What follows belongs to an exercise in optimizing a design on an open flow for small area; a production flow would make more cautious choices. Function was checked by simulation only, so behaviour that the tests miss may differ from the original.

== run A ==
## cfg_extract_top
module cfg_extract_top (
    input  logic                                axis_clk,
    input  logic                                aresetn,
    input  logic [cfg_extract_pkg::DATA_W-1:0]  i_ctrl_tdata,
    input  logic [cfg_extract_pkg::KEEP_W-1:0]  i_ctrl_tkeep,
    input  logic                                i_ctrl_tvalid,
    input  logic                                i_ctrl_tlast,
    output logic [cfg_extract_pkg::DATA_W-1:0]  o_ctrl_tdata,
    output logic [cfg_extract_pkg::KEEP_W-1:0]  o_ctrl_tkeep,
    output logic                                o_ctrl_tvalid,
    output logic                                o_ctrl_tlast,
    output logic [cfg_extract_pkg::CFG_W-1:0]   o_cfg_info,
    output logic                                o_cfg_update
);
==> flow/config.mk <==
export PLATFORM = sky130hd
export DESIGN_NAME = cfg_extract_top
export DESIGN_NICKNAME = cfg_extract_top
export VERILOG_FILES = /design/flow/design.v
export SDC_FILE = /design/flow/constraint.sdc
export NUM_CORES = 4
export LEC_CHECK = 0
export CAP_MARGIN = 20
export CORE_AREA = 10 10 470 470
export DIE_AREA = 0 0 480 480
export SLEW_MARGIN = 20
export SYNTH_HIERARCHICAL = 1
export SYNTH_MINIMUM_KEEP_SIZE = 0
==> flow/constraint.sdc <==
create_clock -name core_clock -period 5.0 [get_ports {axis_clk}]
set_input_delay 1.0000 -clock core_clock [delete_from_list [all_inputs] [get_ports {axis_clk}]]
set_output_delay 1.0000 -clock core_clock [all_outputs]
set_load 0.01 [all_outputs]
standard.sh (not shown) runs the stock make flow with config.mk's settings and CLKGATE_MAP_FILE= SYNTH_SCRIPT=/design/flow/synth_recipe.tcl, a recipe that flattens the netlist after the stock synthesis.
==> flow/flow/run.sh <==
#!/bin/bash
# Standard layout with two changes: the smallest buffer on every port instead of
# the default delay buffer, and a clock tree of mid-size buffers in small clusters
# without dummy loads.
set -euo pipefail
export BUFFER_PORTS_ARGS="-buffer_cell sky130_fd_sc_hd__buf_1"
export CTS_ARGS="-sink_clustering_enable -repair_clock_nets -dont_use_dummy_load -buf_list sky130_fd_sc_hd__clkbuf_8 -sink_clustering_size 16 -sink_clustering_max_diameter 60"
bash standard.sh finish > orfs_make.log 2>&1
Run A finished every stage and its layout cleared the timing, DRC and antenna checks.
Input-level comparison between run B and run A:
- a change of DIE_AREA from 0 0 480 480 to 0 0 452 452
- a change of CORE_AREA from 10 10 470 470 to 10 10 442 442
==> flow/flow/run.sh <==
#!/bin/bash
# Standard layout with two changes: the smallest buffer on every port instead of
# the default delay buffer, and a clock tree of mid-size buffers in small clusters
# without dummy loads.
set -euo pipefail
export BUFFER_PORTS_ARGS="-buffer_cell sky130_fd_sc_hd__buf_1"
export CTS_ARGS="-sink_clustering_enable -repair_clock_nets -dont_use_dummy_load -buf_list sky130_fd_sc_hd__clkbuf_8 -sink_clustering_size 16 -sink_clustering_max_diameter 80"
bash standard.sh finish > orfs_make.log 2>&1
## What came out
Run B against run A: clock skew now sits higher; overall via count from detail_route lower; wire length after detailed routing shrank by about 4.6%.
Largest net degree at the start of global routing shrinks by more than 10% when moving from run A to run B.
The type of the worst setup path comes out flop to flop in one run and flop to output pin in the other, namely in run B and run A respectively.
Tap cell count (run A / run B): 1.13
Run comparison: run B worst setup path startpoint u_rx_fsm.state[2]; run A worst setup path startpoint u_table_store.g_bit[764].u_bit.o_q
Edits applied to the flow inputs when going from run B to run C:
- DIE_AREA now 0 0 480 480, was 0 0 452 452
- SLEW_MARGIN now 5, was 20
- CAP_MARGIN now 5, was 20
- CORE_AREA now 10 10 470 470, was 10 10 442 442
==> flow/flow/run.sh <==
#!/bin/bash
# Standard layout with two changes: the smallest buffer on every port instead of
# the default delay buffer, and a clock tree of mid-size buffers in small clusters
# without dummy loads.
set -euo pipefail
export BUFFER_PORTS_ARGS="-buffer_cell sky130_fd_sc_hd__buf_1"
export CTS_ARGS="-sink_clustering_enable -repair_clock_nets -dont_use_dummy_load -buf_list sky130_fd_sc_hd__clkbuf_8 -sink_clustering_size 16 -sink_clustering_max_diameter 60"
bash standard.sh finish > orfs_make.log 2>&1
==> run notes <==
Run C: all stages done; final checks FAILED (slew limit). NOTE: via count normalized by instance count in run C falls short of that of run B. Row endpoint arrival time on the critical path: run C lower / run B higher. Run C reports a higher via count of the routed design than run B does. Run comparison: run B timing startpoint of the critical path u_rx_fsm.state[2]; run C timing startpoint of the critical path u_rx_fsm.state[1]. The slowest cell on the critical path comes out dfxtp_1 in one run and and2b_4 in the other, namely in run C and run B respectively. The final reports for run C and run B show core footprint higher in the former.
## Diff of input files: run D against run C
- CAP_MARGIN changed from 5 to 20
- SLEW_MARGIN changed from 5 to 20
==> flow/flow/run.sh <==
#!/bin/bash
# Standard layout with two changes: the smallest buffer on every port instead of
# the default delay buffer, and a clock tree of small buffers in small clusters
# without dummy loads.
set -euo pipefail
export BUFFER_PORTS_ARGS="-buffer_cell sky130_fd_sc_hd__buf_1"
export CTS_ARGS="-sink_clustering_enable -repair_clock_nets -dont_use_dummy_load -buf_list sky130_fd_sc_hd__clkbuf_4 -sink_clustering_size 8 -sink_clustering_max_diameter 50"
bash standard.sh finish > orfs_make.log 2>&1
Notes after the runs:
Run D finished every stage and its layout cleared the timing, DRC and antenna checks.
Cell area | run D vs run C | run D larger
H-tree depth: run D vs run C up 1
Diff run C -> run D: via count of the first global-routing pass rose by 2602; global-route track usage on met2 higher.
On run D: ratio of final minimum period to clock period is 5.4 points higher than what run C gave.
As far as die area goes, run D and run C are indistinguishable; the numbers are identical.
u_bypass.g_bit[80].u_s2.o_q as the last element of the critical path was reported by run C, and o_cfg_info[802] by run D.

---

== run 1 ==
cfg_extract_top, a different RTL version from the one above (not shown whole).
Size in the first run: about 4000 cells after synthesis, ~1900 flip-flops, about 1600 I/O pins, roughly 55000 um2 of cells after synthesis.
clock: 5.0 ns
lec_check: 0
cap_margin: 20
core_area: 10 10 470 470
die_area: 0 0 480 480
slew_margin: 20
synth_hierarchical: 1
synth_minimum_keep_size: 0
run.sh (not shown) runs the stock make flow with config.mk's settings and CLKGATE_MAP_FILE= SYNTH_SCRIPT=/design/flow/synth_recipe.tcl, a recipe that flattens the netlist after the stock synthesis.
Stock flow here: none of the scripts above is used.
Setup changes, run 1 to run 2
- a change of DIE_AREA from 0 0 480 480 to 0 0 400 400
- a change of CORE_AREA from 10 10 470 470 to 10 10 390 390
## What came out
- Post-synthesis mux area share: run 1 vs run 2 identical
- Diff run 1 -> run 2: area of the mapped netlist shows no meaningful change, simple-gate portion of the synthesized area essentially unchanged, xor/xnor cell area share of the yosys netlist saw little to no change, post-synthesis cell count neither gained nor lost much, share of flip-flops with an asynchronous set or reset ~0 delta.
- When run 2 is set beside run 1, its number of rows in the core area turns out to be about 17% smaller.
- [run 2] height of the chip fell 17% relative to run 1
- Changes observed in run 2 relative to run 1: starting density of the core rose 12 points, chip width fell about 17%.
- Run 2 did not finish; the tool stopped in I/O pin placement with error PPL-0024.
diff inputs: run 2 => run 3
- DIE_AREA now 0 0 480 480, was 0 0 400 400
- CORE_AREA now 10 10 470 470, was 10 10 390 390
==> flow/flow/run.sh (new file) <==
#!/bin/bash
# Standard layout, with the smallest buffer on every port instead of the default delay buffer.
set -euo pipefail
export BUFFER_PORTS_ARGS="-buffer_cell sky130_fd_sc_hd__buf_1"
bash standard.sh finish > orfs_make.log 2>&1
==> flow/standard.sh (new file) <==
#!/bin/bash
# synth_recipe.tcl (not shown) runs the flow's synth.tcl, then flattens the netlist and writes it again
# the make line also repeats each setting of config.mk as NAME=value (left out here)
make -C /OpenROAD-flow-scripts/flow DESIGN_CONFIG=/design/flow/config.mk WORK_HOME=/design/flow/orfs CLKGATE_MAP_FILE= SYNTH_SCRIPT=/design/flow/synth_recipe.tcl "${@:-finish}"
removed: flow/run.sh
[summary]
Run 3: no failed stages, no open violations at the end. Synthesized netlist cell count: run 3 vs run 2 identical. Going from run 2 to run 3, async set-or-reset flop fraction in the synthesized netlist held; post-synth design cell area stayed essentially flat. Run 3 vs run 2, initial cell density of the core went down by 12 points. Re number of unique standard cell types used by synthesis: no difference whatsoever between run 3 and run 2. Diff run 2 -> run 3: die height increased 20%; number of rows created at floorplan +29; post-synthesis area per instance flat.

-- static timing again, ports no longer ideal --
In the flow no input, the clock included, has a driving cell. The finished layouts below were timed again as built, in two steps.
Step 1 assumes that a clkbuf_16 drives the clock port and a buf_2 every other input.
Step 2, shift: input delay + t, output delay - t, t = (earliest + latest rising clock arrival at the registers) / 2. This alone moves slack from input paths to output paths.
a / b / c = no drivers / after step 1 / after step 2; a / b = the first two.
| run | t (ns) | slack for setup (ns) | worst slew at a driven data input, ns |
|---|---|---|---|
| run A | 0.972 | 2.058 / 1.966 / 1.542 | 0.22 |
| run B | 0.973 | 1.810 / 1.810 / 1.305 | 0.23 |
| run C | 0.971 | 2.029 / 1.971 / 1.389 | 0.21 |
| run D | 1.284 | 1.758 / 1.666 / 0.939 | 0.18 |
| run 1 | 0.920 | 1.786 / 1.690 / 1.311 | 0.27 |
| run 3 | 0.906 | 1.877 / 1.877 / 1.601 | 0.22 |
The setup slack of run D, which loses most, moves by -0.092 ns with the drivers and by -0.819 ns with both steps.
